This design comes from an exercise in tuning for small area on the open sky130 flow, not from production work. The RTL was checked by simulation tests, not by an equivalence proof against the original design. Power figures rest on the tool's default switching activity, not on a simulated workload.

// invaders_top
module invaders_top #(
    parameter int ALIEN_COLS = 6,
    parameter int ALIEN_ROWS = 3
) (
    input  wire logic        clk,
    input  wire logic        reset,
    input  wire logic        frame_tick,
    input  wire logic        fire,
    input  wire logic        left,
    input  wire logic        right,
    input  wire logic        wb_cyc,
    input  wire logic        wb_stb,
    input  wire logic        wb_we,
    input  wire logic [2:0]  wb_adr,
    input  wire logic [31:0] wb_dat_w,
    output logic [31:0]      wb_dat_r,
    output logic             wb_ack
);
==> flow/config.mk <==
export PLATFORM = sky130hd
export DESIGN_NAME = invaders_top
export DESIGN_NICKNAME = invaders_top
export VERILOG_FILES = /design/flow/design.v
export SDC_FILE = /design/flow/constraint.sdc
export NUM_CORES = 4
export LEC_CHECK = 0
export CAP_MARGIN = 0
export CORE_MARGIN = 2
export CORE_UTILIZATION = 75
export CTS_BUF_LIST = sky130_fd_sc_hd__clkbuf_8
export CTS_CLUSTER_SIZE = 40
export SLEW_MARGIN = 0
==> flow/constraint.sdc <==
create_clock -name core_clock -period 8.0 [get_ports {clk}]
set_input_delay 1.6000 -clock core_clock [delete_from_list [all_inputs] [get_ports {clk}]]
set_output_delay 1.6000 -clock core_clock [all_outputs]
set_load 0.01 [all_outputs]
standard.sh (not shown) runs the stock make flow with config.mk's settings and CLKGATE_MAP_FILE= SYNTH_SCRIPT=/design/flow/synth_recipe.tcl, a recipe that flattens the netlist after the stock synthesis.
==> flow/flow/run.sh <==
#!/bin/bash
set -euo pipefail
HERE=$PWD
rm -rf "$HERE/scripts_mod"
cp -r "$FLOW_HOME/scripts" "$HERE/scripts_mod"
cp "$HERE/flow/abc.script" "$HERE/scripts_mod/abc_speed.script"
bash standard.sh SCRIPTS_DIR="$HERE/scripts_mod" \
    ADDER_MAP_FILE= \
    SKIP_REPAIR_TIE_FANOUT=1 \
    BUFFER_PORTS_ARGS="-buffer_cell sky130_fd_sc_hd__buf_1" \
    finish > "$HERE/flow_standard.log" 2>&1
==> flow/flow/abc.script <==
&get -n
&st
&deepsyn -T 30
&put
dch -f
amap -F 4 -A 8
Edit:
--- a/flow/flow/run.sh
+++ b/flow/flow/run.sh
@@ -1,2 +1,9 @@
 #!/bin/bash
+# Standard ORFS layout, with two changes:
+#  * abc maps the logic for area (flow/abc.script) instead of ORFS's
+#    delay-driven script, and adders are left to abc rather than mapped to
+#    adder cells first; registers are mapped exactly as in the standard
+#    synthesis, since only the combinational mapping changes;
+#  * ports are buffered with the smallest buffer.
+# Each tool's output goes to the ORFS logs under orfs/logs and to flow_*.log here.
 set -euo pipefail
@@ -8,3 +15,2 @@
     ADDER_MAP_FILE= \
-    SKIP_REPAIR_TIE_FANOUT=1 \
     BUFFER_PORTS_ARGS="-buffer_cell sky130_fd_sc_hd__buf_1" \
==> flow/flow/abc.script (replaced) <==
&get -n
&st
&deepsyn -T 60
&dch -f
&nf -p -R 1000 -F 8 -A 8 -C 32
&put
Settings changed: CAP_MARGIN 0 to 20, CORE_UTILIZATION 75 to 60, CTS_BUF_LIST sky130_fd_sc_hd__clkbuf_8 to sky130_fd_sc_hd__clkbuf_4 sky130_fd_sc_hd__clkbuf_8, SLEW_MARGIN 0 to 20.
Via count goes down by about 11%.
Sequential cell count stays the same.
Sequential power barely changes.
Edit:
==> flow/flow/abc.script (replaced) <==
&get -n
&st
&deepsyn -T 30
&put
dch -f
amap -F 4 -A 8
Settings changed: CAP_MARGIN 20 to 0, CORE_UTILIZATION 60 to 85, CTS_BUF_LIST sky130_fd_sc_hd__clkbuf_4 sky130_fd_sc_hd__clkbuf_8 to sky130_fd_sc_hd__clkbuf_8, SLEW_MARGIN 20 to 0.
Now the flow failed in 3_1_place_gp_skip_io, error GPL-0301.
Synthesized area decreases by 1.6%.
Synthesized cell count increases by 7.5%.
Edit:
==> flow/flow/run.sh (replaced) <==
#!/bin/bash
set -euo pipefail
HERE=$PWD
rm -rf "$HERE/scripts_mod"
cp -r "$FLOW_HOME/scripts" "$HERE/scripts_mod"
cp "$HERE/flow/abc.script" "$HERE/scripts_mod/abc_speed.script"
bash standard.sh SCRIPTS_DIR="$HERE/scripts_mod" \
    ADDER_MAP_FILE= \
    SKIP_REPAIR_TIE_FANOUT=1 \
    BUFFER_PORTS_ARGS="-buffer_cell sky130_fd_sc_hd__buf_1" \
    finish > "$HERE/flow_standard.log" 2>&1
Settings changed: CORE_UTILIZATION 85 to 75.
Outcome:
- The new run passed the timing, design-rule and antenna checks
- synthesized area rose by 0.53%
- synthesized cell count rose by 1.9%

[afterwards: timing with drivers on the ports]
In the flow no input, the clock included, has a driving cell. The finished layouts below were timed again as built, in two steps. Step 1 (the two cells are an assumption about what drives the block):
set clk [get_ports {clk}]
set_driving_cell -lib_cell sky130_fd_sc_hd__clkbuf_16 $clk
set_driving_cell -lib_cell sky130_fd_sc_hd__buf_2 [delete_from_list [all_inputs] $clk]
Step 2 adds t to the input delays and takes it off the output delays; t is the mean of the earliest and latest rising clock arrival at the registers after step 1. Input paths then give back, and output paths get back, about the clock's delay inside the block. Three values: no drivers, after step 1, after step 2; two values: the first two.
run | t, ns | setup WS [ns] | hold WS [ns] | worst register clock-pin slew, ns
the first run | 0.514 | 2.865 / 2.865 / 2.865 | 0.448 / 0.448 / 0.448 | 0.08 / 0.08
the second run | 0.490 | 2.730 / 2.730 / 2.730 | 0.454 / 0.454 / 0.454 | 0.09 / 0.09
the fourth run | 0.514 | 2.865 / 2.865 / 2.865 | 0.448 / 0.448 / 0.448 | 0.08 / 0.08
After both steps setup and hold are still met in every run listed.
